What follows belongs to an exercise in optimizing a design on an open flow for small area, a short achievable clock period and few clock cycles; a production flow would make more cautious choices.
Where RTL was checked, it was by simulation tests only, not by an equivalence proof against the original.
Only the layout flow was run in run 1; the RTL was not checked for function there.

### design/flow/flow/run.sh
#!/bin/bash
set -euo pipefail
MARGIN=$(cat flow/margin.txt)
PORTBUF=$(cat flow/portbuf.txt)
bash standard.sh SETUP_SLACK_MARGIN=$MARGIN "BUFFER_PORTS_ARGS=-buffer_cell $PORTBUF" finish > standard_flow.log 2>&1
### design/flow/flow/margin.txt
5.4
### design/flow/flow/portbuf.txt
sky130_fd_sc_hd__buf_1
### design/flow/standard.sh
#!/bin/bash
# synth_recipe.tcl (not shown) runs the flow's synth.tcl, then flattens the netlist and writes it again
# the make line also repeats each setting of config.mk as NAME=value (left out here)
make -C /OpenROAD-flow-scripts/flow DESIGN_CONFIG=/design/flow/config.mk WORK_HOME=/design/flow/orfs CLKGATE_MAP_FILE= SYNTH_SCRIPT=/design/flow/synth_recipe.tcl "${@:-finish}"
### design/flow/config.mk
export PLATFORM = sky130hd
export DESIGN_NAME = vnlp_engine
export DESIGN_NICKNAME = vnlp_engine
export VERILOG_FILES = /design/flow/design.v
export SDC_FILE = /design/flow/constraint.sdc
export NUM_CORES = 4
export LEC_CHECK = 0
export CAP_MARGIN = 20
export CORE_MARGIN = 2
export CORE_UTILIZATION = 40
export SLEW_MARGIN = 20
export SYNTH_HIERARCHICAL = 1
### design/flow/constraint.sdc
create_clock -name core_clock -period 10.0 [get_ports {clk}]
set_input_delay 2.0000 -clock core_clock [delete_from_list [all_inputs] [get_ports {clk}]]
set_output_delay 2.0000 -clock core_clock [all_outputs]
set_load 0.01 [all_outputs]
### design/flow/design.v
package vnlp_pkg;
   localparam logic MODE_L2SQ = 1'b0;
   localparam logic MODE_L1   = 1'b1;
endpackage
module vnlp_fa (
   input  logic a,
   input  logic b,
   input  logic c,
   output logic s,
   output logic co
);
   assign s  = a ^ b ^ c;
   assign co = (a & b) | (a & c) | (b & c);
endmodule
module vnlp_ha (
   input  logic a,
   input  logic b,
   output logic s,
   output logic co
);
   assign s  = a ^ b;
   assign co = a & b;
endmodule
module vnlp_mac (
   input  logic [23:0] u_i,
   input  logic        m2_i,
   input  logic        ml_i,
   input  logic [46:0] acc_i,
   input  logic [4:0]  cy_i,
   output logic [46:0] sum_o,
   output logic [4:0]  cy_o,
   output logic        ovf_o
);
   logic [23:0] u2;
   logic [46:0] ra, rb;
   logic t0;
   logic t1;
   logic t2;
   logic t3;
   logic t4;
   logic t5;
   logic t6;
   logic t7;
   logic t8;
   logic t9;
   logic t10;
   logic t11;
   logic t12;
   logic t13;
   logic t14;
   logic t15;
   logic t16;
   logic t17;
   logic t18;
   logic t19;
   logic t20;
   logic t21;
   logic t22;
   logic t23;
   logic t24;
   logic t25;
   logic t26;
   logic t27;
   logic t28;
   logic t29;
   logic t30;
   logic t31;
   logic t32;
   logic t33;
   logic t34;
   logic t35;
   logic t36;
   logic t37;
   logic t38;
   logic t39;
   logic t40;
   logic t41;
   logic t42;
   logic t43;
   logic t44;
   logic t45;
   logic t46;
   logic t47;
   logic t48;
   logic t49;
   logic t50;
   logic t51;
   logic t52;
   logic t53;
   logic t54;
   logic t55;
   logic t56;
   logic t57;
   logic t58;
   logic t59;
   logic t60;
   logic t61;
   logic t62;
   logic t63;
   logic t64;
   logic t65;
   logic t66;
   logic t67;
   logic t68;
   logic t69;
   logic t70;
   logic t71;
   logic t72;
   logic t73;
   logic t74;
   logic t75;
   logic t76;
   logic t77;
   logic t78;
   logic t79;
   logic t80;
   logic t81;
   logic t82;
   logic t83;
   logic t84;
   logic t85;
   logic t86;
   logic t87;
   logic t88;
   logic t89;
   logic t90;
   logic t91;
   logic t92;
   logic t93;
   logic t94;
   logic t95;
   logic t96;
   logic t97;
   logic t98;
   logic t99;
   logic t100;
   logic t101;
   logic t102;
   logic t103;
   logic t104;
   logic t105;
   logic t106;
   logic t107;
   logic t108;
   logic t109;
   logic t110;
   logic t111;
   logic t112;
   logic t113;
   logic t114;
   logic t115;
   logic t116;
   logic t117;
   logic t118;
   logic t119;
   logic t120;
   logic t121;
   logic t122;
   logic t123;
   logic t124;
   logic t125;
   logic t126;
   logic t127;
   logic t128;
   logic t129;
   logic t130;
   logic t131;
   logic t132;
   logic t133;
   logic t134;
   logic t135;
   logic t136;
   logic t137;
   logic t138;
   logic t139;
   logic t140;
   logic t141;
   logic t142;
   logic t143;
   logic t144;
   logic t145;
   logic t146;
   logic t147;
   logic t148;
   logic t149;
   logic t150;
   logic t151;
   logic t152;
   logic t153;
   logic t154;
   logic t155;
   logic t156;
   logic t157;
   logic t158;
   logic t159;
   logic t160;
   logic t161;
   logic t162;
   logic t163;
   logic t164;
   logic t165;
   logic t166;
   logic t167;
   logic t168;
   logic t169;
   logic t170;
   logic t171;
   logic t172;
   logic t173;
   logic t174;
   logic t175;
   logic t176;
   logic t177;
   logic t178;
   logic t179;
   logic t180;
   logic t181;
   logic t182;
   logic t183;
   logic t184;
   logic t185;
   logic t186;
   logic t187;
   logic t188;
   logic t189;
   logic t190;
   logic t191;
   logic t192;
   logic t193;
   logic t194;
   logic t195;
   logic t196;
   logic t197;
   logic t198;
   logic t199;
   logic t200;
   logic t201;
   logic t202;
   logic t203;
   logic t204;
   logic t205;
   logic t206;
   logic t207;
   logic t208;
   logic t209;
   logic t210;
   logic t211;
   logic t212;
   logic t213;
   logic t214;
   logic t215;
   logic t216;
   logic t217;
   logic t218;
   logic t219;
   logic t220;
   logic t221;
   logic t222;
   logic t223;
   logic t224;
   logic t225;
   logic t226;
   logic t227;
   logic t228;
   logic t229;
   logic t230;
   logic t231;
   logic t232;
   logic t233;
   logic t234;
   logic t235;
   logic t236;
   logic t237;
   logic t238;
   logic t239;
   logic t240;
   logic t241;
   logic t242;
   logic t243;
   logic t244;
   logic t245;
   logic t246;
   logic t247;
   logic t248;
   logic t249;
   logic t250;
   logic t251;
   logic t252;
   logic t253;
   logic t254;
   logic t255;
   logic t256;
   logic t257;
   logic t258;
   logic t259;
   logic t260;
   logic t261;
   logic t262;
   logic t263;
   logic t264;
   logic t265;
   logic t266;
   logic t267;
   logic t268;
   logic t269;
   logic t270;
   logic t271;
   logic t272;
   logic t273;
   logic t274;
   logic t275;
   logic t276;
   logic t277;
   logic t278;
   logic t279;
   logic t280;
   logic t281;
   logic t282;
   logic t283;
   logic t284;
   logic t285;
   logic t286;
   logic t287;
   logic t288;
   logic t289;
   logic t290;
   logic t291;
   logic t292;
   logic t293;
   logic t294;
   logic t295;
   logic t296;
   logic t297;
   logic t298;
   logic t299;
   logic t300;
   logic t301;
   logic t302;
   logic t303;
   logic t304;
   logic t305;
   logic t306;
   logic t307;
   logic t308;
   logic t309;
   logic t310;
   logic t311;
   logic t312;
   logic t313;
   logic t314;
   logic t315;
   logic t316;
   logic t317;
   logic t318;
   logic t319;
   logic t320;
   logic t321;
   logic t322;
   logic t323;
   logic t324;
   logic t325;
   logic t326;
   logic t327;
   logic t328;
   logic t329;
   logic t330;
   logic t331;
   logic t332;
   logic t333;
   logic t334;
   logic t335;
   logic t336;
   logic t337;
   logic t338;
   logic t339;
   logic t340;
   logic t341;
   logic t342;
   logic t343;
   logic t344;
   logic t345;
   logic t346;
   logic t347;
   logic t348;
   logic t349;
   logic t350;
   logic t351;
   logic t352;
   logic t353;
   logic t354;
   logic t355;
   logic t356;
   logic t357;
   logic t358;
   logic t359;
   logic t360;
   logic t361;
   logic t362;
   logic t363;
   logic t364;
   logic t365;
   logic t366;
   logic t367;
   logic t368;
   logic t369;
   logic t370;
   logic t371;
   logic t372;
   logic t373;
   logic t374;
   logic t375;
   logic t376;
   logic t377;
   logic t378;
   logic t379;
   logic t380;
   logic t381;
   logic t382;
   logic t383;
   logic t384;
   logic t385;
   logic t386;
   logic t387;
   logic t388;
   logic t389;
   logic t390;
   logic t391;
   logic t392;
   logic t393;
   logic t394;
   logic t395;
   logic t396;
   logic t397;
   logic t398;
   logic t399;
   logic t400;
   logic t401;
   logic t402;
   logic t403;
   logic t404;
   logic t405;
   logic t406;
   logic t407;
   logic t408;
   logic t409;
   logic t410;
   logic t411;
   logic t412;
   logic t413;
   logic t414;
   logic t415;
   logic t416;
   logic t417;
   logic t418;
   logic t419;
   logic t420;
   logic t421;
   logic t422;
   logic t423;
   logic t424;
   logic t425;
   logic t426;
   logic t427;
   logic t428;
   logic t429;
   logic t430;
   logic t431;
   logic t432;
   logic t433;
   logic t434;
   logic t435;
   logic t436;
   logic t437;
   logic t438;
   logic t439;
   logic t440;
   logic t441;
   logic t442;
   logic t443;
   logic t444;
   logic t445;
   logic t446;
   logic t447;
   logic t448;
   logic t449;
   logic t450;
   logic t451;
   logic t452;
   logic t453;
   logic t454;
   logic t455;
   logic t456;
   logic t457;
   logic t458;
   logic t459;
   logic t460;
   logic t461;
   logic t462;
   logic t463;
   logic t464;
   logic t465;
   logic t466;
   logic t467;
   logic t468;
   logic t469;
   logic t470;
   logic t471;
   logic t472;
   logic t473;
   logic t474;
   logic t475;
   logic t476;
   logic t477;
   logic t478;
   logic t479;
   logic t480;
   logic t481;
   logic t482;
   logic t483;
   logic t484;
   logic t485;
   logic t486;
   logic t487;
   logic t488;
   logic t489;
   logic t490;
   logic t491;
   logic t492;
   logic t493;
   logic t494;
   logic t495;
   logic t496;
   logic t497;
   logic t498;
   logic t499;
   logic t500;
   logic t501;
   logic t502;
   logic t503;
   logic t504;
   logic t505;
   logic t506;
   logic t507;
   logic t508;
   logic t509;
   logic t510;
   logic t511;
   logic t512;
   logic t513;
   logic t514;
   logic t515;
   logic t516;
   logic t517;
   logic t518;
   logic t519;
   logic t520;
   logic t521;
   logic t522;
   logic t523;
   logic t524;
   logic t525;
   logic t526;
   logic t527;
   logic t528;
   logic t529;
   logic t530;
   logic t531;
   logic t532;
   logic t533;
   logic t534;
   logic t535;
   logic t536;
   logic t537;
   logic t538;
   logic t539;
   logic t540;
   logic t541;
   assign u2 = u_i & {24{m2_i}};
   vnlp_ha u_ha0 (.a(acc_i[16]), .b((u2[1] & u2[14])), .s(t0), .co(t1));
   vnlp_ha u_ha1 (.a(acc_i[17]), .b((u2[1] & u2[15])), .s(t2), .co(t3));
   vnlp_fa u_fa0 (.a(acc_i[18]), .b(cy_i[1]), .c((u2[1] & u2[16])), .s(t4), .co(t5));
   vnlp_fa u_fa1 (.a((u2[2] & u2[15])), .b((u2[3] & u2[14])), .c((u2[4] & u2[13])), .s(t6), .co(t7));
   vnlp_fa u_fa2 (.a(acc_i[19]), .b((u2[1] & u2[17])), .c((u2[2] & u2[16])), .s(t8), .co(t9));
   vnlp_ha u_ha2 (.a((u2[3] & u2[15])), .b((u2[4] & u2[14])), .s(t10), .co(t11));
   vnlp_fa u_fa3 (.a(acc_i[20]), .b((u2[1] & u2[18])), .c((u2[2] & u2[17])), .s(t12), .co(t13));
   vnlp_fa u_fa4 (.a((u2[3] & u2[16])), .b((u2[4] & u2[15])), .c((u2[5] & u2[14])), .s(t14), .co(t15));
   vnlp_ha u_ha3 (.a((u2[6] & u2[13])), .b((u2[7] & u2[12])), .s(t16), .co(t17));
   vnlp_fa u_fa5 (.a(acc_i[21]), .b((u2[1] & u2[19])), .c((u2[2] & u2[18])), .s(t18), .co(t19));
   vnlp_fa u_fa6 (.a((u2[3] & u2[17])), .b((u2[4] & u2[16])), .c((u2[5] & u2[15])), .s(t20), .co(t21));
   vnlp_ha u_ha4 (.a((u2[6] & u2[14])), .b((u2[7] & u2[13])), .s(t22), .co(t23));
   vnlp_fa u_fa7 (.a(acc_i[22]), .b((u2[10] & u2[11])), .c((u2[1] & u2[20])), .s(t24), .co(t25));
   vnlp_fa u_fa8 (.a((u2[2] & u2[19])), .b((u2[3] & u2[18])), .c((u2[4] & u2[17])), .s(t26), .co(t27));
   vnlp_fa u_fa9 (.a((u2[5] & u2[16])), .b((u2[6] & u2[15])), .c((u2[7] & u2[14])), .s(t28), .co(t29));
   vnlp_ha u_ha5 (.a((u2[8] & u2[13])), .b((u2[9] & u2[12])), .s(t30), .co(t31));
   vnlp_fa u_fa10 (.a(acc_i[23]), .b(cy_i[2]), .c((u2[10] & u2[12])), .s(t32), .co(t33));
   vnlp_fa u_fa11 (.a((u2[1] & u2[21])), .b((u2[2] & u2[20])), .c((u2[3] & u2[19])), .s(t34), .co(t35));
   vnlp_fa u_fa12 (.a((u2[4] & u2[18])), .b((u2[5] & u2[17])), .c((u2[6] & u2[16])), .s(t36), .co(t37));
   vnlp_fa u_fa13 (.a((u2[7] & u2[15])), .b((u2[8] & u2[14])), .c((u2[9] & u2[13])), .s(t38), .co(t39));
   vnlp_fa u_fa14 (.a(acc_i[24]), .b((u2[10] & u2[13])), .c((u2[11] & u2[12])), .s(t40), .co(t41));
   vnlp_fa u_fa15 (.a((u2[1] & u2[22])), .b((u2[2] & u2[21])), .c((u2[3] & u2[20])), .s(t42), .co(t43));
   vnlp_fa u_fa16 (.a((u2[4] & u2[19])), .b((u2[5] & u2[18])), .c((u2[6] & u2[17])), .s(t44), .co(t45));
   vnlp_fa u_fa17 (.a((u2[7] & u2[16])), .b((u2[8] & u2[15])), .c((u2[9] & u2[14])), .s(t46), .co(t47));
   vnlp_fa u_fa18 (.a(acc_i[25]), .b((u2[10] & u2[14])), .c((u2[11] & u2[13])), .s(t48), .co(t49));
   vnlp_fa u_fa19 (.a((u2[2] & u2[22])), .b((u2[3] & u2[21])), .c((u2[4] & u2[20])), .s(t50), .co(t51));
   vnlp_fa u_fa20 (.a((u2[5] & u2[19])), .b((u2[6] & u2[18])), .c((u2[7] & u2[17])), .s(t52), .co(t53));
   vnlp_fa u_fa21 (.a(acc_i[26]), .b((u2[10] & u2[15])), .c((u2[11] & u2[14])), .s(t54), .co(t55));
   vnlp_fa u_fa22 (.a((u2[12] & u2[13])), .b((u2[3] & u2[22])), .c((u2[4] & u2[21])), .s(t56), .co(t57));
   vnlp_fa u_fa23 (.a((u2[5] & u2[20])), .b((u2[6] & u2[19])), .c((u2[7] & u2[18])), .s(t58), .co(t59));
   vnlp_fa u_fa24 (.a(acc_i[27]), .b((u2[10] & u2[16])), .c((u2[11] & u2[15])), .s(t60), .co(t61));
   vnlp_fa u_fa25 (.a((u2[12] & u2[14])), .b((u2[4] & u2[22])), .c((u2[5] & u2[21])), .s(t62), .co(t63));
   vnlp_fa u_fa26 (.a(acc_i[28]), .b((u2[10] & u2[17])), .c((u2[11] & u2[16])), .s(t64), .co(t65));
   vnlp_fa u_fa27 (.a((u2[12] & u2[15])), .b((u2[13] & u2[14])), .c((u2[5] & u2[22])), .s(t66), .co(t67));
   vnlp_fa u_fa28 (.a(acc_i[29]), .b(cy_i[3]), .c((u2[10] & u2[18])), .s(t68), .co(t69));
   vnlp_ha u_ha6 (.a((u2[11] & u2[17])), .b((u2[12] & u2[16])), .s(t70), .co(t71));
   vnlp_fa u_fa29 (.a(acc_i[30]), .b((u2[10] & u2[19])), .c((u2[11] & u2[18])), .s(t72), .co(t73));
   vnlp_ha u_ha7 (.a((u2[12] & u2[17])), .b((u2[13] & u2[16])), .s(t74), .co(t75));
   vnlp_ha u_ha8 (.a(acc_i[31]), .b((u2[10] & u2[20])), .s(t76), .co(t77));
   vnlp_ha u_ha9 (.a(acc_i[32]), .b((u2[10] & u2[21])), .s(t78), .co(t79));
   vnlp_ha u_ha10 (.a(acc_i[10]), .b((u2[1] & u2[8])), .s(t80), .co(t81));
   vnlp_ha u_ha11 (.a(acc_i[11]), .b((u2[1] & u2[9])), .s(t82), .co(t83));
   vnlp_fa u_fa30 (.a(acc_i[12]), .b(cy_i[0]), .c((u2[1] & u2[10])), .s(t84), .co(t85));
   vnlp_fa u_fa31 (.a((u2[2] & u2[9])), .b((u2[3] & u2[8])), .c((u2[4] & u2[7])), .s(t86), .co(t87));
   vnlp_fa u_fa32 (.a(acc_i[13]), .b((u2[1] & u2[11])), .c((u2[2] & u2[10])), .s(t88), .co(t89));
   vnlp_ha u_ha12 (.a((u2[3] & u2[9])), .b((u2[4] & u2[8])), .s(t90), .co(t91));
   vnlp_fa u_fa33 (.a(acc_i[14]), .b((u2[1] & u2[12])), .c((u2[2] & u2[11])), .s(t92), .co(t93));
   vnlp_fa u_fa34 (.a((u2[3] & u2[10])), .b((u2[4] & u2[9])), .c((u2[5] & u2[8])), .s(t94), .co(t95));
   vnlp_ha u_ha13 (.a((u2[6] & u2[7])), .b(u2[7]), .s(t96), .co(t97));
   vnlp_fa u_fa35 (.a(acc_i[15]), .b((u2[1] & u2[13])), .c((u2[2] & u2[12])), .s(t98), .co(t99));
   vnlp_fa u_fa36 (.a((u2[3] & u2[11])), .b((u2[4] & u2[10])), .c((u2[5] & u2[9])), .s(t100), .co(t101));
   vnlp_ha u_ha14 (.a((u2[6] & u2[8])), .b(((u2[0] & u2[14]) | (u_i[15] & ml_i))), .s(t102), .co(t103));
   vnlp_fa u_fa37 (.a((u2[2] & u2[13])), .b((u2[3] & u2[12])), .c((u2[4] & u2[11])), .s(t104), .co(t105));
   vnlp_fa u_fa38 (.a((u2[5] & u2[10])), .b((u2[6] & u2[9])), .c((u2[7] & u2[8])), .s(t106), .co(t107));
   vnlp_fa u_fa39 (.a(u2[8]), .b(((u2[0] & u2[15]) | (u_i[16] & ml_i))), .c(t0), .s(t108), .co(t109));
   vnlp_fa u_fa40 (.a((u2[2] & u2[14])), .b((u2[3] & u2[13])), .c((u2[4] & u2[12])), .s(t110), .co(t111));
   vnlp_fa u_fa41 (.a((u2[5] & u2[11])), .b((u2[6] & u2[10])), .c((u2[7] & u2[9])), .s(t112), .co(t113));
   vnlp_fa u_fa42 (.a(((u2[0] & u2[16]) | (u_i[17] & ml_i))), .b(t1), .c(t2), .s(t114), .co(t115));
   vnlp_fa u_fa43 (.a((u2[5] & u2[12])), .b((u2[6] & u2[11])), .c((u2[7] & u2[10])), .s(t116), .co(t117));
   vnlp_fa u_fa44 (.a((u2[8] & u2[9])), .b(u2[9]), .c(((u2[0] & u2[17]) | (u_i[18] & ml_i))), .s(t118), .co(t119));
   vnlp_fa u_fa45 (.a(t3), .b(t4), .c(t6), .s(t120), .co(t121));
   vnlp_fa u_fa46 (.a((u2[5] & u2[13])), .b((u2[6] & u2[12])), .c((u2[7] & u2[11])), .s(t122), .co(t123));
   vnlp_fa u_fa47 (.a((u2[8] & u2[10])), .b(((u2[0] & u2[18]) | (u_i[19] & ml_i))), .c(t10), .s(t124), .co(t125));
   vnlp_fa u_fa48 (.a(t5), .b(t7), .c(t8), .s(t126), .co(t127));
   vnlp_fa u_fa49 (.a((u2[8] & u2[11])), .b((u2[9] & u2[10])), .c(u2[10]), .s(t128), .co(t129));
   vnlp_fa u_fa50 (.a(((u2[0] & u2[19]) | (u_i[20] & ml_i))), .b(t11), .c(t16), .s(t130), .co(t131));
   vnlp_fa u_fa51 (.a(t9), .b(t12), .c(t14), .s(t132), .co(t133));
   vnlp_fa u_fa52 (.a((u2[8] & u2[12])), .b((u2[9] & u2[11])), .c(((u2[0] & u2[20]) | (u_i[21] & ml_i))), .s(t134), .co(t135));
   vnlp_fa u_fa53 (.a(t17), .b(t22), .c(t13), .s(t136), .co(t137));
   vnlp_fa u_fa54 (.a(t15), .b(t18), .c(t20), .s(t138), .co(t139));
   vnlp_fa u_fa55 (.a(u2[11]), .b(((u2[0] & u2[21]) | (u_i[22] & ml_i))), .c(t23), .s(t140), .co(t141));
   vnlp_fa u_fa56 (.a(t30), .b(t19), .c(t21), .s(t142), .co(t143));
   vnlp_fa u_fa57 (.a(t24), .b(t26), .c(t28), .s(t144), .co(t145));
   vnlp_fa u_fa58 (.a(((u2[0] & u2[22]) | (u_i[23] & ml_i))), .b(t31), .c(t25), .s(t146), .co(t147));
   vnlp_fa u_fa59 (.a(t27), .b(t29), .c(t32), .s(t148), .co(t149));
   vnlp_fa u_fa60 (.a(t34), .b(t36), .c(t38), .s(t150), .co(t151));
   vnlp_fa u_fa61 (.a(u2[12]), .b(t33), .c(t35), .s(t152), .co(t153));
   vnlp_fa u_fa62 (.a(t37), .b(t39), .c(t40), .s(t154), .co(t155));
   vnlp_fa u_fa63 (.a(t42), .b(t44), .c(t46), .s(t156), .co(t157));
   vnlp_fa u_fa64 (.a((u2[8] & u2[16])), .b((u2[9] & u2[15])), .c(t41), .s(t158), .co(t159));
   vnlp_fa u_fa65 (.a(t43), .b(t45), .c(t47), .s(t160), .co(t161));
   vnlp_fa u_fa66 (.a(t48), .b(t50), .c(t52), .s(t162), .co(t163));
   vnlp_fa u_fa67 (.a((u2[8] & u2[17])), .b((u2[9] & u2[16])), .c(u2[13]), .s(t164), .co(t165));
   vnlp_fa u_fa68 (.a(t49), .b(t51), .c(t53), .s(t166), .co(t167));
   vnlp_fa u_fa69 (.a(t54), .b(t56), .c(t58), .s(t168), .co(t169));
   vnlp_fa u_fa70 (.a((u2[6] & u2[20])), .b((u2[7] & u2[19])), .c((u2[8] & u2[18])), .s(t170), .co(t171));
   vnlp_fa u_fa71 (.a((u2[9] & u2[17])), .b(t55), .c(t57), .s(t172), .co(t173));
   vnlp_fa u_fa72 (.a(t59), .b(t60), .c(t62), .s(t174), .co(t175));
   vnlp_fa u_fa73 (.a((u2[6] & u2[21])), .b((u2[7] & u2[20])), .c((u2[8] & u2[19])), .s(t176), .co(t177));
   vnlp_fa u_fa74 (.a((u2[9] & u2[18])), .b(u2[14]), .c(t61), .s(t178), .co(t179));
   vnlp_fa u_fa75 (.a(t63), .b(t64), .c(t66), .s(t180), .co(t181));
   vnlp_fa u_fa76 (.a((u2[13] & u2[15])), .b((u2[6] & u2[22])), .c((u2[7] & u2[21])), .s(t182), .co(t183));
   vnlp_fa u_fa77 (.a((u2[8] & u2[20])), .b((u2[9] & u2[19])), .c(t70), .s(t184), .co(t185));
   vnlp_fa u_fa78 (.a(t65), .b(t67), .c(t68), .s(t186), .co(t187));
   vnlp_fa u_fa79 (.a((u2[14] & u2[15])), .b((u2[7] & u2[22])), .c((u2[8] & u2[21])), .s(t188), .co(t189));
   vnlp_fa u_fa80 (.a((u2[9] & u2[20])), .b(u2[15]), .c(t71), .s(t190), .co(t191));
   vnlp_fa u_fa81 (.a(t74), .b(t69), .c(t72), .s(t192), .co(t193));
   vnlp_fa u_fa82 (.a((u2[11] & u2[19])), .b((u2[12] & u2[18])), .c((u2[13] & u2[17])), .s(t194), .co(t195));
   vnlp_fa u_fa83 (.a((u2[14] & u2[16])), .b((u2[8] & u2[22])), .c((u2[9] & u2[21])), .s(t196), .co(t197));
   vnlp_fa u_fa84 (.a(t75), .b(t76), .c(t73), .s(t198), .co(t199));
   vnlp_fa u_fa85 (.a((u2[11] & u2[20])), .b((u2[12] & u2[19])), .c((u2[13] & u2[18])), .s(t200), .co(t201));
   vnlp_fa u_fa86 (.a((u2[14] & u2[17])), .b((u2[15] & u2[16])), .c((u2[9] & u2[22])), .s(t202), .co(t203));
   vnlp_fa u_fa87 (.a(u2[16]), .b(t77), .c(t78), .s(t204), .co(t205));
   vnlp_fa u_fa88 (.a(acc_i[33]), .b((u2[10] & u2[22])), .c((u2[11] & u2[21])), .s(t206), .co(t207));
   vnlp_fa u_fa89 (.a((u2[12] & u2[20])), .b((u2[13] & u2[19])), .c((u2[14] & u2[18])), .s(t208), .co(t209));
   vnlp_ha u_ha15 (.a((u2[15] & u2[17])), .b(t79), .s(t210), .co(t211));
   vnlp_fa u_fa90 (.a(acc_i[34]), .b((u2[11] & u2[22])), .c((u2[12] & u2[21])), .s(t212), .co(t213));
   vnlp_fa u_fa91 (.a((u2[13] & u2[20])), .b((u2[14] & u2[19])), .c((u2[15] & u2[18])), .s(t214), .co(t215));
   vnlp_ha u_ha16 (.a((u2[16] & u2[17])), .b(u2[17]), .s(t216), .co(t217));
   vnlp_fa u_fa92 (.a(acc_i[35]), .b(cy_i[4]), .c((u2[12] & u2[22])), .s(t218), .co(t219));
   vnlp_fa u_fa93 (.a((u2[13] & u2[21])), .b((u2[14] & u2[20])), .c((u2[15] & u2[19])), .s(t220), .co(t221));
   vnlp_fa u_fa94 (.a(acc_i[36]), .b((u2[13] & u2[22])), .c((u2[14] & u2[21])), .s(t222), .co(t223));
   vnlp_ha u_ha17 (.a((u2[15] & u2[20])), .b((u2[16] & u2[19])), .s(t224), .co(t225));
   vnlp_ha u_ha18 (.a(acc_i[37]), .b((u2[14] & u2[22])), .s(t226), .co(t227));
   vnlp_ha u_ha19 (.a(acc_i[38]), .b((u2[15] & u2[22])), .s(t228), .co(t229));
   vnlp_ha u_ha20 (.a(acc_i[6]), .b((u2[1] & u2[4])), .s(t230), .co(t231));
   vnlp_ha u_ha21 (.a(acc_i[7]), .b((u2[1] & u2[5])), .s(t232), .co(t233));
   vnlp_fa u_fa95 (.a(acc_i[8]), .b((u2[1] & u2[6])), .c((u2[2] & u2[5])), .s(t234), .co(t235));
   vnlp_ha u_ha22 (.a((u2[3] & u2[4])), .b(u2[4]), .s(t236), .co(t237));
   vnlp_fa u_fa96 (.a(acc_i[9]), .b((u2[1] & u2[7])), .c((u2[2] & u2[6])), .s(t238), .co(t239));
   vnlp_ha u_ha23 (.a((u2[3] & u2[5])), .b(((u2[0] & u2[8]) | (u_i[9] & ml_i))), .s(t240), .co(t241));
   vnlp_fa u_fa97 (.a((u2[2] & u2[7])), .b((u2[3] & u2[6])), .c((u2[4] & u2[5])), .s(t242), .co(t243));
   vnlp_fa u_fa98 (.a(u2[5]), .b(((u2[0] & u2[9]) | (u_i[10] & ml_i))), .c(t80), .s(t244), .co(t245));
   vnlp_fa u_fa99 (.a((u2[2] & u2[8])), .b((u2[3] & u2[7])), .c((u2[4] & u2[6])), .s(t246), .co(t247));
   vnlp_fa u_fa100 (.a(((u2[0] & u2[10]) | (u_i[11] & ml_i))), .b(t81), .c(t82), .s(t248), .co(t249));
   vnlp_fa u_fa101 (.a((u2[5] & u2[6])), .b(u2[6]), .c(((u2[0] & u2[11]) | (u_i[12] & ml_i))), .s(t250), .co(t251));
   vnlp_fa u_fa102 (.a(t83), .b(t84), .c(t86), .s(t252), .co(t253));
   vnlp_fa u_fa103 (.a((u2[5] & u2[7])), .b(((u2[0] & u2[12]) | (u_i[13] & ml_i))), .c(t90), .s(t254), .co(t255));
   vnlp_fa u_fa104 (.a(t85), .b(t87), .c(t88), .s(t256), .co(t257));
   vnlp_fa u_fa105 (.a(((u2[0] & u2[13]) | (u_i[14] & ml_i))), .b(t91), .c(t96), .s(t258), .co(t259));
   vnlp_fa u_fa106 (.a(t89), .b(t92), .c(t94), .s(t260), .co(t261));
   vnlp_fa u_fa107 (.a(t97), .b(t93), .c(t95), .s(t262), .co(t263));
   vnlp_fa u_fa108 (.a(t102), .b(t100), .c(t98), .s(t264), .co(t265));
   vnlp_fa u_fa109 (.a(t101), .b(t103), .c(t99), .s(t266), .co(t267));
   vnlp_fa u_fa110 (.a(t104), .b(t106), .c(t108), .s(t268), .co(t269));
   vnlp_fa u_fa111 (.a(t105), .b(t107), .c(t110), .s(t270), .co(t271));
   vnlp_fa u_fa112 (.a(t112), .b(t109), .c(t114), .s(t272), .co(t273));
   vnlp_fa u_fa113 (.a(t111), .b(t113), .c(t116), .s(t274), .co(t275));
   vnlp_fa u_fa114 (.a(t118), .b(t115), .c(t120), .s(t276), .co(t277));
   vnlp_fa u_fa115 (.a(t117), .b(t119), .c(t122), .s(t278), .co(t279));
   vnlp_fa u_fa116 (.a(t124), .b(t121), .c(t126), .s(t280), .co(t281));
   vnlp_fa u_fa117 (.a(t123), .b(t128), .c(t125), .s(t282), .co(t283));
   vnlp_fa u_fa118 (.a(t130), .b(t127), .c(t132), .s(t284), .co(t285));
   vnlp_fa u_fa119 (.a(t129), .b(t134), .c(t131), .s(t286), .co(t287));
   vnlp_fa u_fa120 (.a(t136), .b(t133), .c(t138), .s(t288), .co(t289));
   vnlp_fa u_fa121 (.a(t135), .b(t137), .c(t140), .s(t290), .co(t291));
   vnlp_fa u_fa122 (.a(t142), .b(t139), .c(t144), .s(t292), .co(t293));
   vnlp_fa u_fa123 (.a(t141), .b(t143), .c(t146), .s(t294), .co(t295));
   vnlp_fa u_fa124 (.a(t145), .b(t148), .c(t150), .s(t296), .co(t297));
   vnlp_fa u_fa125 (.a(t147), .b(t152), .c(t149), .s(t298), .co(t299));
   vnlp_fa u_fa126 (.a(t151), .b(t154), .c(t156), .s(t300), .co(t301));
   vnlp_fa u_fa127 (.a(t153), .b(t158), .c(t160), .s(t302), .co(t303));
   vnlp_fa u_fa128 (.a(t155), .b(t157), .c(t162), .s(t304), .co(t305));
   vnlp_fa u_fa129 (.a(t164), .b(t159), .c(t161), .s(t306), .co(t307));
   vnlp_fa u_fa130 (.a(t166), .b(t163), .c(t168), .s(t308), .co(t309));
   vnlp_fa u_fa131 (.a(t165), .b(t170), .c(t167), .s(t310), .co(t311));
   vnlp_fa u_fa132 (.a(t172), .b(t169), .c(t174), .s(t312), .co(t313));
   vnlp_fa u_fa133 (.a(t171), .b(t176), .c(t173), .s(t314), .co(t315));
   vnlp_fa u_fa134 (.a(t178), .b(t175), .c(t180), .s(t316), .co(t317));
   vnlp_fa u_fa135 (.a(t177), .b(t182), .c(t179), .s(t318), .co(t319));
   vnlp_fa u_fa136 (.a(t184), .b(t181), .c(t186), .s(t320), .co(t321));
   vnlp_fa u_fa137 (.a(t183), .b(t188), .c(t185), .s(t322), .co(t323));
   vnlp_fa u_fa138 (.a(t190), .b(t187), .c(t192), .s(t324), .co(t325));
   vnlp_fa u_fa139 (.a(t189), .b(t194), .c(t196), .s(t326), .co(t327));
   vnlp_fa u_fa140 (.a(t191), .b(t198), .c(t193), .s(t328), .co(t329));
   vnlp_fa u_fa141 (.a(t195), .b(t197), .c(t200), .s(t330), .co(t331));
   vnlp_fa u_fa142 (.a(t202), .b(t199), .c(t204), .s(t332), .co(t333));
   vnlp_fa u_fa143 (.a(t201), .b(t203), .c(t206), .s(t334), .co(t335));
   vnlp_fa u_fa144 (.a(t208), .b(t210), .c(t205), .s(t336), .co(t337));
   vnlp_fa u_fa145 (.a(t216), .b(t207), .c(t209), .s(t338), .co(t339));
   vnlp_fa u_fa146 (.a(t212), .b(t214), .c(t211), .s(t340), .co(t341));
   vnlp_fa u_fa147 (.a((u2[16] & u2[18])), .b(t217), .c(t213), .s(t342), .co(t343));
   vnlp_fa u_fa148 (.a(t215), .b(t218), .c(t220), .s(t344), .co(t345));
   vnlp_fa u_fa149 (.a((u2[17] & u2[18])), .b(u2[18]), .c(t224), .s(t346), .co(t347));
   vnlp_fa u_fa150 (.a(t219), .b(t221), .c(t222), .s(t348), .co(t349));
   vnlp_fa u_fa151 (.a((u2[15] & u2[21])), .b((u2[16] & u2[20])), .c((u2[17] & u2[19])), .s(t350), .co(t351));
   vnlp_fa u_fa152 (.a(t225), .b(t226), .c(t223), .s(t352), .co(t353));
   vnlp_fa u_fa153 (.a((u2[16] & u2[21])), .b((u2[17] & u2[20])), .c((u2[18] & u2[19])), .s(t354), .co(t355));
   vnlp_fa u_fa154 (.a(u2[19]), .b(t227), .c(t228), .s(t356), .co(t357));
   vnlp_fa u_fa155 (.a(acc_i[39]), .b((u2[16] & u2[22])), .c((u2[17] & u2[21])), .s(t358), .co(t359));
   vnlp_ha u_ha24 (.a((u2[18] & u2[20])), .b(t229), .s(t360), .co(t361));
   vnlp_fa u_fa156 (.a(acc_i[40]), .b((u2[17] & u2[22])), .c((u2[18] & u2[21])), .s(t362), .co(t363));
   vnlp_ha u_ha25 (.a((u2[19] & u2[20])), .b(u2[20]), .s(t364), .co(t365));
   vnlp_ha u_ha26 (.a(acc_i[41]), .b((u2[18] & u2[22])), .s(t366), .co(t367));
   vnlp_ha u_ha27 (.a(acc_i[42]), .b((u2[19] & u2[22])), .s(t368), .co(t369));
   vnlp_ha u_ha28 (.a(acc_i[4]), .b((u2[1] & u2[2])), .s(t370), .co(t371));
   vnlp_ha u_ha29 (.a(acc_i[5]), .b((u2[1] & u2[3])), .s(t372), .co(t373));
   vnlp_fa u_fa157 (.a((u2[2] & u2[3])), .b(u2[3]), .c(((u2[0] & u2[5]) | (u_i[6] & ml_i))), .s(t374), .co(t375));
   vnlp_fa u_fa158 (.a((u2[2] & u2[4])), .b(((u2[0] & u2[6]) | (u_i[7] & ml_i))), .c(t231), .s(t376), .co(t377));
   vnlp_fa u_fa159 (.a(((u2[0] & u2[7]) | (u_i[8] & ml_i))), .b(t233), .c(t236), .s(t378), .co(t379));
   vnlp_fa u_fa160 (.a(t237), .b(t235), .c(t240), .s(t380), .co(t381));
   vnlp_fa u_fa161 (.a(t239), .b(t241), .c(t242), .s(t382), .co(t383));
   vnlp_fa u_fa162 (.a(t243), .b(t246), .c(t245), .s(t384), .co(t385));
   vnlp_fa u_fa163 (.a(t247), .b(t250), .c(t249), .s(t386), .co(t387));
   vnlp_fa u_fa164 (.a(t251), .b(t254), .c(t253), .s(t388), .co(t389));
   vnlp_fa u_fa165 (.a(t255), .b(t258), .c(t257), .s(t390), .co(t391));
   vnlp_fa u_fa166 (.a(t259), .b(t262), .c(t261), .s(t392), .co(t393));
   vnlp_fa u_fa167 (.a(t263), .b(t266), .c(t265), .s(t394), .co(t395));
   vnlp_fa u_fa168 (.a(t267), .b(t270), .c(t269), .s(t396), .co(t397));
   vnlp_fa u_fa169 (.a(t271), .b(t274), .c(t273), .s(t398), .co(t399));
   vnlp_fa u_fa170 (.a(t275), .b(t278), .c(t277), .s(t400), .co(t401));
   vnlp_fa u_fa171 (.a(t279), .b(t282), .c(t281), .s(t402), .co(t403));
   vnlp_fa u_fa172 (.a(t283), .b(t286), .c(t285), .s(t404), .co(t405));
   vnlp_fa u_fa173 (.a(t287), .b(t290), .c(t289), .s(t406), .co(t407));
   vnlp_fa u_fa174 (.a(t291), .b(t293), .c(t294), .s(t408), .co(t409));
   vnlp_fa u_fa175 (.a(t295), .b(t297), .c(t298), .s(t410), .co(t411));
   vnlp_fa u_fa176 (.a(t299), .b(t301), .c(t302), .s(t412), .co(t413));
   vnlp_fa u_fa177 (.a(t303), .b(t306), .c(t305), .s(t414), .co(t415));
   vnlp_fa u_fa178 (.a(t307), .b(t310), .c(t309), .s(t416), .co(t417));
   vnlp_fa u_fa179 (.a(t311), .b(t314), .c(t313), .s(t418), .co(t419));
   vnlp_fa u_fa180 (.a(t315), .b(t318), .c(t317), .s(t420), .co(t421));
   vnlp_fa u_fa181 (.a(t319), .b(t322), .c(t321), .s(t422), .co(t423));
   vnlp_fa u_fa182 (.a(t326), .b(t323), .c(t325), .s(t424), .co(t425));
   vnlp_fa u_fa183 (.a(t327), .b(t330), .c(t329), .s(t426), .co(t427));
   vnlp_fa u_fa184 (.a(t331), .b(t334), .c(t336), .s(t428), .co(t429));
   vnlp_fa u_fa185 (.a(t338), .b(t335), .c(t340), .s(t430), .co(t431));
   vnlp_fa u_fa186 (.a(t339), .b(t342), .c(t341), .s(t432), .co(t433));
   vnlp_fa u_fa187 (.a(t343), .b(t346), .c(t345), .s(t434), .co(t435));
   vnlp_fa u_fa188 (.a(t350), .b(t347), .c(t352), .s(t436), .co(t437));
   vnlp_fa u_fa189 (.a(t351), .b(t354), .c(t353), .s(t438), .co(t439));
   vnlp_fa u_fa190 (.a(t355), .b(t358), .c(t360), .s(t440), .co(t441));
   vnlp_fa u_fa191 (.a(t364), .b(t359), .c(t362), .s(t442), .co(t443));
   vnlp_fa u_fa192 (.a((u2[19] & u2[21])), .b(t365), .c(t366), .s(t444), .co(t445));
   vnlp_fa u_fa193 (.a((u2[20] & u2[21])), .b(u2[21]), .c(t367), .s(t446), .co(t447));
   vnlp_ha u_ha30 (.a(acc_i[43]), .b((u2[20] & u2[22])), .s(t448), .co(t449));
   vnlp_ha u_ha31 (.a(acc_i[44]), .b((u2[21] & u2[22])), .s(t450), .co(t451));
   vnlp_ha u_ha32 (.a(acc_i[2]), .b(u2[1]), .s(t452), .co(t453));
   vnlp_ha u_ha33 (.a(acc_i[3]), .b(((u2[0] & u2[2]) | (u_i[3] & ml_i))), .s(t454), .co(t455));
   vnlp_fa u_fa194 (.a(u2[2]), .b(((u2[0] & u2[3]) | (u_i[4] & ml_i))), .c(t370), .s(t456), .co(t457));
   vnlp_fa u_fa195 (.a(((u2[0] & u2[4]) | (u_i[5] & ml_i))), .b(t371), .c(t372), .s(t458), .co(t459));
   vnlp_fa u_fa196 (.a(t373), .b(t230), .c(t374), .s(t460), .co(t461));
   vnlp_fa u_fa197 (.a(t232), .b(t375), .c(t376), .s(t462), .co(t463));
   vnlp_fa u_fa198 (.a(t234), .b(t377), .c(t378), .s(t464), .co(t465));
   vnlp_fa u_fa199 (.a(t238), .b(t379), .c(t380), .s(t466), .co(t467));
   vnlp_fa u_fa200 (.a(t244), .b(t381), .c(t382), .s(t468), .co(t469));
   vnlp_fa u_fa201 (.a(t248), .b(t383), .c(t384), .s(t470), .co(t471));
   vnlp_fa u_fa202 (.a(t252), .b(t385), .c(t386), .s(t472), .co(t473));
   vnlp_fa u_fa203 (.a(t256), .b(t387), .c(t388), .s(t474), .co(t475));
   vnlp_fa u_fa204 (.a(t260), .b(t389), .c(t390), .s(t476), .co(t477));
   vnlp_fa u_fa205 (.a(t264), .b(t391), .c(t392), .s(t478), .co(t479));
   vnlp_fa u_fa206 (.a(t393), .b(t268), .c(t394), .s(t480), .co(t481));
   vnlp_fa u_fa207 (.a(t395), .b(t272), .c(t396), .s(t482), .co(t483));
   vnlp_fa u_fa208 (.a(t276), .b(t397), .c(t398), .s(t484), .co(t485));
   vnlp_fa u_fa209 (.a(t280), .b(t399), .c(t400), .s(t486), .co(t487));
   vnlp_fa u_fa210 (.a(t284), .b(t401), .c(t402), .s(t488), .co(t489));
   vnlp_fa u_fa211 (.a(t288), .b(t403), .c(t404), .s(t490), .co(t491));
   vnlp_fa u_fa212 (.a(t292), .b(t405), .c(t406), .s(t492), .co(t493));
   vnlp_fa u_fa213 (.a(t296), .b(t407), .c(t408), .s(t494), .co(t495));
   vnlp_fa u_fa214 (.a(t300), .b(t409), .c(t410), .s(t496), .co(t497));
   vnlp_fa u_fa215 (.a(t304), .b(t411), .c(t412), .s(t498), .co(t499));
   vnlp_fa u_fa216 (.a(t308), .b(t413), .c(t414), .s(t500), .co(t501));
   vnlp_fa u_fa217 (.a(t312), .b(t415), .c(t416), .s(t502), .co(t503));
   vnlp_fa u_fa218 (.a(t316), .b(t417), .c(t418), .s(t504), .co(t505));
   vnlp_fa u_fa219 (.a(t320), .b(t419), .c(t420), .s(t506), .co(t507));
   vnlp_fa u_fa220 (.a(t324), .b(t421), .c(t422), .s(t508), .co(t509));
   vnlp_fa u_fa221 (.a(t328), .b(t423), .c(t424), .s(t510), .co(t511));
   vnlp_fa u_fa222 (.a(t332), .b(t425), .c(t426), .s(t512), .co(t513));
   vnlp_fa u_fa223 (.a(t333), .b(t427), .c(t428), .s(t514), .co(t515));
   vnlp_fa u_fa224 (.a(t337), .b(t430), .c(t429), .s(t516), .co(t517));
   vnlp_fa u_fa225 (.a(t344), .b(t432), .c(t431), .s(t518), .co(t519));
   vnlp_fa u_fa226 (.a(t348), .b(t433), .c(t434), .s(t520), .co(t521));
   vnlp_fa u_fa227 (.a(t349), .b(t435), .c(t436), .s(t522), .co(t523));
   vnlp_fa u_fa228 (.a(t356), .b(t437), .c(t438), .s(t524), .co(t525));
   vnlp_fa u_fa229 (.a(t357), .b(t440), .c(t439), .s(t526), .co(t527));
   vnlp_fa u_fa230 (.a(t361), .b(t441), .c(t442), .s(t528), .co(t529));
   vnlp_fa u_fa231 (.a(t363), .b(t444), .c(t443), .s(t530), .co(t531));
   vnlp_fa u_fa232 (.a(t368), .b(t445), .c(t446), .s(t532), .co(t533));
   vnlp_fa u_fa233 (.a(t369), .b(t448), .c(t447), .s(t534), .co(t535));
   vnlp_fa u_fa234 (.a(u2[22]), .b(t449), .c(t450), .s(t536), .co(t537));
   vnlp_ha u_ha34 (.a(acc_i[45]), .b(t451), .s(t538), .co(t539));
   vnlp_ha u_ha35 (.a(acc_i[46]), .b(u2[23]), .s(t540), .co(t541));
   assign ra = {t540, t538, t536, t534, t532, t529, t528, t525, t523, t521, t519, t518, t515, t513, t511, t509, t507, t505, t503, t501, t499, t497, t495, t493, t491, t489, t487, t485, t483, t481, t479, t477, t475, t473, t471, t469, t467, t465, t463, t461, t459, t457, t455, t453, ((u2[0] & u2[1]) | (u_i[2] & ml_i)), acc_i[1], acc_i[0]};
   assign rb = {t539, t537, t535, t533, t531, t530, t527, t526, t524, t522, t520, t517, t516, t514, t512, t510, t508, t506, t504, t502, t500, t498, t496, t494, t492, t490, t488, t486, t484, t482, t480, t478, t476, t474, t472, t470, t468, t466, t464, t462, t460, t458, t456, t454, t452, (u_i[1] & ml_i), (u2[0] | (u_i[0] & ml_i))};
   logic [12:0] blk0;
   assign blk0 = {1'b0, ra[11:0]} + {1'b0, rb[11:0]};
   assign sum_o[11:0] = blk0[11:0];
   logic [6:0] blk1;
   assign blk1 = {1'b0, ra[17:12]} + {1'b0, rb[17:12]};
   assign sum_o[17:12] = blk1[5:0];
   logic [5:0] blk2;
   assign blk2 = {1'b0, ra[22:18]} + {1'b0, rb[22:18]};
   assign sum_o[22:18] = blk2[4:0];
   logic [6:0] blk3;
   assign blk3 = {1'b0, ra[28:23]} + {1'b0, rb[28:23]};
   assign sum_o[28:23] = blk3[5:0];
   logic [6:0] blk4;
   assign blk4 = {1'b0, ra[34:29]} + {1'b0, rb[34:29]};
   assign sum_o[34:29] = blk4[5:0];
   logic [12:0] blk5;
   assign blk5 = {1'b0, ra[46:35]} + {1'b0, rb[46:35]};
   assign sum_o[46:35] = blk5[11:0];
   assign cy_o = {blk4[6], blk3[6], blk2[5], blk1[6], blk0[12]};
   assign ovf_o = blk5[12] | t541;
endmodule
module vnlp_amux #(
   parameter int W = 9
) (
   input  logic         sel_i,
   input  logic [W-1:0] a_i,
   input  logic [W-1:0] b_i,
   output logic [W-1:0] y_o
);
   assign y_o = sel_i ? a_i : b_i;
endmodule
module vnlp_engine #(
   parameter int DW      = 24,
   parameter int AW      = 9,
   parameter int LW      = 7,
   parameter int ACCW    = 2*DW-1,
   parameter int LEN_MAX = 2**LW-1,
   parameter int NCY     = 5
) (
   input  logic                 clk,
   input  logic                 rst_n,
   input  logic                 START,
   input  logic [AW-1:0]        HEAD,
   input  logic                 NORM_MODE,
   output logic                 DONE,
   output logic [ACCW-1:0]      NORM2,
   output logic [LW-1:0]        LEN,
   output logic                 ERR,
   output logic                 SAT,
   output logic [AW-1:0]        rd_addr1,
   output logic [AW-1:0]        rd_addr2,
   input  logic [DW-1:0]        rd_data1,
   input  logic [DW-1:0]        rd_data2
);
   logic            busy_q;      
   logic            v1_q;        
   logic            v2_q;        
   logic            fin_q;       
   logic [NCY-1:0]  cy_q;        
   logic [AW-1:0]   head_q;
   logic            mode_q;
   logic [LW-1:0]   len_q;
   logic            err_q;
   logic [AW-1:0]   p_q;         
   logic [DW-1:0]   u_q;         
   logic            m2_q, ml_q;
   logic [ACCW-1:0] acc_q;
   logic            sat_q;
   logic            satd_q;      
   logic            start_ok, hit, last;
   logic [AW-1:0]   link;
   logic [DW-1:0]   mag;
   logic [ACCW-1:0] sum;
   logic [NCY-1:0]  cy;
   logic            ovf;
   assign link     = rd_data1[AW-1:0];
   assign start_ok = START & ~busy_q & ~v1_q & ~v2_q;
   assign hit      = (link == head_q);
   assign last     = hit | (len_q == LW'(LEN_MAX-1));
   assign mag      = rd_data2[DW-1] ? -rd_data2 : rd_data2;
   vnlp_amux #(.W(AW)) u_amux (.sel_i(busy_q), .a_i(link), .b_i(HEAD), .y_o(rd_addr1));
   assign rd_addr2 = p_q;
   always_ff @(posedge clk or negedge rst_n) begin
      if (!rst_n) begin
         busy_q <= 1'b0;
         v1_q   <= 1'b0;
         v2_q   <= 1'b0;
         fin_q  <= 1'b0;
         cy_q   <= '0;
      end else begin
         if (start_ok)    busy_q <= 1'b1;
         else if (last)   busy_q <= 1'b0;
         v1_q <= busy_q;
         v2_q <= v1_q;
         if (start_ok)              fin_q <= 1'b0;
         else if (v2_q && !v1_q)    fin_q <= 1'b1;
         cy_q <= cy & {NCY{~start_ok}};
      end
   end
   always_ff @(posedge clk) begin
      p_q <= rd_addr1 + 1'b1;
      if (start_ok) begin
         head_q <= HEAD;
         mode_q <= NORM_MODE;
         len_q  <= '0;
      end else if (busy_q) begin
         len_q  <= len_q + 1'b1;
         err_q  <= ~hit;
      end
      u_q  <= mag;
      m2_q <= v1_q & (mode_q == vnlp_pkg::MODE_L2SQ);
      ml_q <= v1_q & (mode_q == vnlp_pkg::MODE_L1);
      acc_q <= (sum | {ACCW{sat_q}}) & {ACCW{~start_ok}};
      sat_q <= (sat_q | ovf) & ~start_ok;
      satd_q <= sat_q & ~start_ok;
   end
   vnlp_mac u_mac (
      .u_i   (u_q),
      .m2_i  (m2_q),
      .ml_i  (ml_q),
      .acc_i (acc_q),
      .cy_i  (cy_q),
      .sum_o (sum),
      .cy_o  (cy),
      .ovf_o (ovf)
   );
   assign DONE  = fin_q & (sat_q ? satd_q : (cy_q == '0));
   assign NORM2 = acc_q;
   assign LEN   = len_q;
   assign ERR   = err_q;
   assign SAT   = sat_q;
endmodule
==> results of run 1 <==
==> Yosys stat by module (local to each module, per instance), excerpt <==
| module | cells | times used | cell area, sq um | flops+latches |
|---|---|---|---|---|
| vnlp_ha | 1 | 36 | 12.5 | 0 |
| vnlp_engine | 361 | 1 | 3760 | 111 |
| vnlp_fa | 1 | 235 | 20.0 | 0 |
| vnlp_mac | 592 | 1 | 3950 | 0 |
==> routing by layer <==
layer,up-vias,track usage,part of all wire
met2,307,0.349,0.47
met4,0,0.0378,0.0089
met3,27,0.0338,0.059
met1,4857,0.304,0.46
li1,4339,-,-
met5,-,0,0
==> critical path: cells and delay by family, from the launching register on <==
family | cells | cell delay (ns)
compound gates | 5 | 0.97
fa+ha+maj | 7 | 2.38
buf+inv | 2 | 0.37
flops | 1 | 0.40
simple gates | 3 | 0.28
==> through the flow <==
step                worst slack [ns]  instances
floorplan                       5.38       1234
global placement                4.10       1714
detailed placement              4.00       1714
CTS                             5.33       1737
global route                    5.26       1747
finish                          5.45       1748
==> layout by cell type, fill, tap and decap left out, drive strengths merged, types with 3 or more instances in the layout <==
master and n:
a211oi 3, a21o 18, a21oi 28, a22o 23, and2 27, and3 234
buf 146, clkbuf 17, dfrtp 9, dfxtp 91, edfxtp 11, fa 241
ha 87, inv 39, mux2 9, nand2 18, nand2b 7, nand3 13
nand4 9, nor2 114, nor2b 10, nor3 5, o211ai 3, o21a 5
o21ai 14, o21bai 8, o31ai 9, o41ai 5, or3 4, or4 7
xnor2 53, xor2 20
==> kinds of logic after synthesis <==
logic type	share of synthesized area
multiplexers	0.0104
buffers and inverters	0.0398
AND/OR/NAND/NOR	0.193
adder cells (fa/ha/maj)	0.454
flip-flops	0.183
XOR/XNOR	0.0491
AO/OA/AOI/OAI	0.0707
==> synth_stat cells, drive strengths merged (4+ instances only) <==
master / count / share of area
mux2: 9 / 0.010
fa: 241 / 0.37
nand4: 9 / 0.0043
nand2b: 7 / 0.0034
dfrtp: 9 / 0.017
nor2: 114 / 0.033
xor2: 20 / 0.013
ha: 87 / 0.084
xnor2: 53 / 0.036
nand2: 18 / 0.0052
nor2b: 10 / 0.0048
a22o: 23 / 0.015
o41ai: 5 / 0.0034
clkbuf: 94 / 0.027
a21oi: 28 / 0.011
and3: 234 / 0.11
nor3: 5 / 0.0019
a21o: 18 / 0.010
edfxtp: 11 / 0.025
o31ai: 9 / 0.0052
inv: 36 / 0.010
o21bai: 8 / 0.0046
o21a: 5 / 0.0029
o21ai: 14 / 0.0054
and2: 27 / 0.013
or4: 7 / 0.0052
or3: 4 / 0.0019
nand3: 13 / 0.0050
dfxtp: 91 / 0.14
==> final cells by class <==
class / instances / area share
clock inverters: 5 / 0.00317
clock buffers: 11 / 0.0174
flip-flops and latches: 111 / 0.166
multi-input cells: 990 / 0.701
diodes: 1 / 0.000171
inverters: 36 / 0.00924
well taps: 442 / 0.0378
repair buffers: 152 / 0.0652
==> registers in the layout (all words and copies together), names as in the netlist, 5 cells and up <==
| register | cells |
|---|---|
| acc_q | 47 |
| u_q | 24 |
| head_q | 9 |
| p_q | 9 |
| len_q | 7 |
| cy_q | 5 |
==> how the worst min path moves through the flow <==
stage            from    to  slack [ns]
2_1_floorplan    v1_q  v2_q        0.39
3_3_place_gp   mode_q  m2_q        0.39
3_5_place_dp   mode_q  m2_q        0.41
4_1_cts        mode_q  m2_q        0.42
5_1_grt        mode_q  m2_q        0.44
6_report       mode_q  m2_q        0.42
==> what timing repair did <==
item	in CTS	in global routing
gates cloned	2	7
buffers inserted	5	3
gates resized for setup	36	46
pin swaps	1	13
endpoints found under the setup margin	36	12
==> flow_metrics.tcl, run 1 <==
set metrics [dict create \
    status "timing/DRC/antenna clean" \
    synthDistinctLibCells 49 \
    grt_pass1_vias 10100 \
    max-cap-violations 0 \
    worstReg2RegStart "m2_q" \
    placed_area_sq_um 13800 \
    synth_flop_cell "dfxtp_1" \
    period_share 0.455 \
    core_area_sq_um 32300 \
    rsz0062_at_grt "true" \
    vias_per_cell 5.45 \
    die_y_microns 184 \
    final_core_util 0.453 \
    final_hold_viol_count 0 \
    r2r_cells 17 \
    vias 9530 \
    synth-seq-cells 111 \
    cts_hold_buf 0 \
    clk_latency_ns 0.38 \
    end_kind "register" \
    ant_nets 0 \
    syn_area_sq_um 13000 \
    hold_path_class "reg -> reg" \
    syn-num-nets 1623 \
    crit_path_frequent_cell "fa_1" \
    die_x_microns 184 \
    path_cells "buf_4, clkbuf_16, and3_1, ha_1, fa_1, fa_1, fa_1, fa_1, ha_2, fa_2, a21o_1, a22o_4, o22ai_4, o31ai_1, a211o_1, nor2_1, nor2_1" \
    startpoint "m2_q" \
    final_max_slew_viol_count 0 \
    final_nets 1689 \
    initialDrtViolationCount 595 \
    rows 66 \
    critPathLaunchType "register" \
    hpwl_microns 23800 \
    setup_viol 0 \
    r2r_slack_ns 5.45 \
    synth-edff-count 11 \
    cts_buffers 9 \
    async_flop_share 0.0811 \
    relSlewSlack 0.425 \
    io_buffers 120 \
    antenna_found_initial 1 \
    design.die.area_sq_um 34000 \
    worst_pin_slew_ns 0.862 \
    worstHoldPathCells 1 \
    cp_data_arrival_time_ns 4.79 \
    cts_tree "yes" \
    cts_root_buf "clkbuf_16" \
    ios 136 \
    holdWs_ns 0.425 \
    path_max_fanout 19 \
    slowest_delay_ns 0.45 \
    grt_pass1_wl_microns 55800 \
    dr.pass1.iters 5 \
    initial_core_util 0.403 \
    setup_tns_ns 0 \
    fmax_mhz 220 \
    crit_slowest_cell "fa_1" \
    grt_start_max_net_pins 76 \
    area_growth_pct 12.4 \
    required_ns 10.23 \
    final_area_sq_um 14600 \
    grt-ovfl-total 0 \
    syn_area_per_cell_sq_um 10.5 \
    layout_min_cycle_time_ns 4.55 \
    drc 0 \
    ys_seq_area_frac 0.183 \
    path_clk_slew_ns 0.08 \
    final.setup_skew_ns 0.0174 \
    critPathKind "reg -> reg" \
    syn_inst 1234 \
    worstReg2RegEnd "sat_q" \
    multi_input_area_sq_um 10300 \
    drt-total-wl_microns 35100 \
    clock_path_buffers 2 \
    drive_gt1_frac 0.0904 \
    fillers 3062 \
    final-seq-area_sq_um 2420 \
    crit_end "sat_q" \
    clock_sinks 111 \
    cts.htree.levels 3 \
    wl_per_cell_microns 20.1 \
    grtUsageTotal 0.214 \
    gp_congestion 0.824 \
    yosys_warnings 7 \
]
==> run 2: changes to the inputs <==
--- a/design/flow/design.v
+++ b/design/flow/design.v
@@ -909,3 +909,2 @@
    logic            fin_q;       
-   logic [NCY-1:0]  cy_q;        
    logic [AW-1:0]   head_q;
@@ -918,4 +917,5 @@
    logic [ACCW-1:0] acc_q;
+   logic [NCY-1:0]  cy_q;        
    logic            sat_q;
-   logic            satd_q;      
+   logic            fresh_q;     
    logic            start_ok, hit, last;
@@ -939,3 +939,2 @@
          fin_q  <= 1'b0;
-         cy_q   <= '0;
       end else begin
@@ -947,3 +946,2 @@
          else if (v2_q && !v1_q)    fin_q <= 1'b1;
-         cy_q <= cy & {NCY{~start_ok}};
       end
@@ -963,5 +961,6 @@
       ml_q <= v1_q & (mode_q == vnlp_pkg::MODE_L1);
-      acc_q <= (sum | {ACCW{sat_q}}) & {ACCW{~start_ok}};
-      sat_q <= (sat_q | ovf) & ~start_ok;
-      satd_q <= sat_q & ~start_ok;
+      fresh_q <= start_ok;
+      acc_q   <= sum;
+      cy_q    <= cy;
+      sat_q   <= (sat_q & ~fresh_q) | ovf;
    end
@@ -971,4 +970,4 @@
       .ml_i  (ml_q),
-      .acc_i (acc_q),
-      .cy_i  (cy_q),
+      .acc_i (acc_q & {ACCW{~fresh_q}}),
+      .cy_i  (cy_q & {NCY{~fresh_q}}),
       .sum_o (sum),
@@ -977,4 +976,4 @@
    );
-   assign DONE  = fin_q & (sat_q ? satd_q : (cy_q == '0));
-   assign NORM2 = acc_q;
+   assign DONE  = fin_q & (sat_q | (cy_q == '0));
+   assign NORM2 = acc_q | {ACCW{sat_q}};
    assign LEN   = len_q;
==> flow_metrics.tcl, run 2 <==
set metrics [dict create \
    initialDrtViolationCount 589 \
    clock_sinks 111 \
    crit_path_frequent_cell "buf_1" \
    ys_seq_area_frac 0.177 \
    clock_path_buffers 2 \
    antenna_cells 0 \
    synth.most_common_cell "fa_1" \
    synth-edff-count 11 \
    fmax_mhz 220 \
    final_max_slew_viol_count 0 \
    layout_min_cycle_time_ns 4.54 \
    dr.pass1.iters 5 \
    final_nets 1700 \
    slowest_delay_ns 0.30 \
    synthDistinctLibCells 55 \
    grt_pass1_wl_microns 56000 \
    async_flop_share 0.0360 \
    synth-seq-cells 111 \
    synth_area_leaders "fa_1, dfxtp_1, and3_1, ha_1, xnor2_1" \
    crit_slowest_cell "mux2_4" \
    syn_area_sq_um 13300 \
    path_cells "buf_1, mux2_4, buf_1" \
    worst_pin_slew_ns 0.865 \
    end_kind "output port" \
    period_share 0.454 \
    top_regs "acc_q x47, u_q x24" \
    startpoint "rd_data1[0]" \
    setup_slack_ns 5.46 \
    yosys_warnings 7 \
    syn_inst 1242 \
    status "timing/DRC/antenna clean" \
    rows 66 \
    wl_per_cell_microns 19.7 \
    placed_area_sq_um 14100 \
    drc 0 \
    ios 136 \
    required_ns 8.00 \
    dp_slack_ns 4.24 \
    core_area_sq_um 32600 \
    die_y_microns 186 \
    gp_congestion 0.846 \
    final_hold_viol_count 0 \
    io_buffers 120 \
    die_x_microns 186 \
    final_core_util 0.451 \
    cts_hold_buf 0 \
    layout_common_cells "fa_1, and3_1, buf_1" \
    clk_latency_ns 0.38 \
    path_max_fanout 6 \
    yosys-top-cells-count "fa_1, and3_1, dfxtp_1" \
    rsz0062_at_grt "true" \
    cp_data_arrival_time_ns 2.54 \
    drt-total-wl_microns 34600 \
    critPathLaunchType "input pin" \
    final.setup_skew_ns 0.0163 \
    syn-num-nets 1631 \
    hold_path_class "reg -> reg" \
    relSlewSlack 0.423 \
    regMostFlops "acc_q" \
    area_growth_pct 10.8 \
    cts_tree "yes" \
    grt_pass1_vias 10300 \
    grt_start_max_net_pins 67 \
    antenna_found_initial 0 \
    design.die.area_sq_um 34600 \
    largest_reg_flops 47 \
    critPathBufInv 2 \
    grtUsageTotal 0.210 \
    synth_top_cell_area_share 0.364 \
    path_clk_slew_ns 0.09 \
    setup_tns_ns 0 \
    hpwl_microns 24000 \
    cts_buffers 9 \
    setup_viol 0 \
    cts_root_buf "clkbuf_16" \
    vias_per_cell 5.45 \
    critPathKind "in -> out" \
    initial_core_util 0.407 \
    yosysTopAreaCell "fa_1" \
    worstReg2RegStart "m2_q" \
    final_common_cell "fa_1" \
    drive_gt1_frac 0.105 \
    grt-ovfl-total 0 \
    ant_nets 0 \
    min_from "mode_q" \
    synth_flop_cell "dfxtp_1" \
    cts.htree.levels 3 \
    crit_family "multiplexers" \
    syn_area_per_cell_sq_um 10.7 \
    max-cap-violations 0 \
    final_area_sq_um 14700 \
    vias 9582 \
]
==> run 2: final timing paths <==
path | slack [ns] | depth (start not counted) | end
max | 5.46 | 3 | rd_addr1[0]
min | 0.41 | 1 | m2_q
max reg2reg | 5.55 | 15 | cy_q[3]
max in group asynchronous | 8.39 | 1 | fin_q
min in group asynchronous | 1.43 | 1 | busy_q
min reg2reg | 0.41 | 1 | m2_q
==> run 2: cell families after synthesis <==
group | count (synthesis) | synth area share
buffers and inverters | 129 | 0.0378
AO/OA/AOI/OAI | 128 | 0.0681
XOR/XNOR | 73 | 0.0482
adder cells (fa/ha/maj) | 328 | 0.446
AND/OR/NAND/NOR | 463 | 0.212
multiplexers | 10 | 0.0110
flip-flops | 111 | 0.177
==> run 2: final cells by class <==
cell class	count	area, sq um
fill	3080	17900
sequential	111	2400
inverter	36	135
multi-input combinational	1002	10400
clock buffer	9	225
clock inverter	7	96.3
tap	442	553
timing repair buffer	151	857
==> run 2: per-module statistics from Yosys, one instance, submodules excluded, a selection <==
| module | times used | flops+latches | cells inside | area, sq um |
|---|---|---|---|---|
| vnlp_engine | 1 | 111 | 361 | 4020 |
| vnlp_ha | 36 | 0 | 1 | 12.5 |
| vnlp_mac | 1 | 0 | 600 | 3950 |
| vnlp_fa | 235 | 0 | 1 | 20.0 |
==> run 2: through the flow <==
| step | hold slack, ns | std cells |
|---|---|---|
| after floorplan | 0.393 | 1242 |
| after global placement | 0.402 | 1730 |
| after detailed placement | 0.400 | 1730 |
| after CTS | 0.412 | 1752 |
| after global routing | 0.429 | 1758 |
| final | 0.409 | 1758 |
==> run 2: timing repair <==
item,4_1_cts,5_1_grt
pin swaps,0,4
resized for setup,18,25
setup endpoints to repair,33,9
setup buffers,5,3
cloned,1,2
==> run 2: per-layer routing <==
| metal | wire (microns) | track usage | part of all wire |
|---|---|---|---|
| met2 | 16400 | 0.346 | 0.48 |
| met4 | 590 | 0.0520 | 0.017 |
| met1 | 15400 | 0.289 | 0.45 |
| met5 | 0 | 0 | 0 |
| met3 | 2140 | 0.0340 | 0.062 |
Testbench counts of run 2, summed over its fixed seeds: cycles 26,468.

## static timing again, ports no longer ideal
In the flow no input, the clock included, has a driving cell. The finished layouts below were timed again as built, in two steps. Step 1, drivers: a clkbuf_16 drives clk and a buf_2 each remaining input, both assumed. Step 2 also shifts input and output timing later by t, the mid clock arrival at the registers, as if the neighbouring blocks saw the same clock. Three values: no drivers, after step 1, after step 2; two values: the first two.
run | t (ns) | setup slack, ns | hold slack, ns
run 1 | 0.408 | 5.447 / 5.433 / 5.433 | 0.425 / 0.425 / 0.425
run 2 | 0.425 | 5.457 / 5.428 / 5.428 | 0.409 / 0.409 / 0.409
After both steps every run listed still meets setup and hold. The setup slack of run 2, which loses most, moves by -0.029 ns with the drivers and by -0.029 ns with both steps.
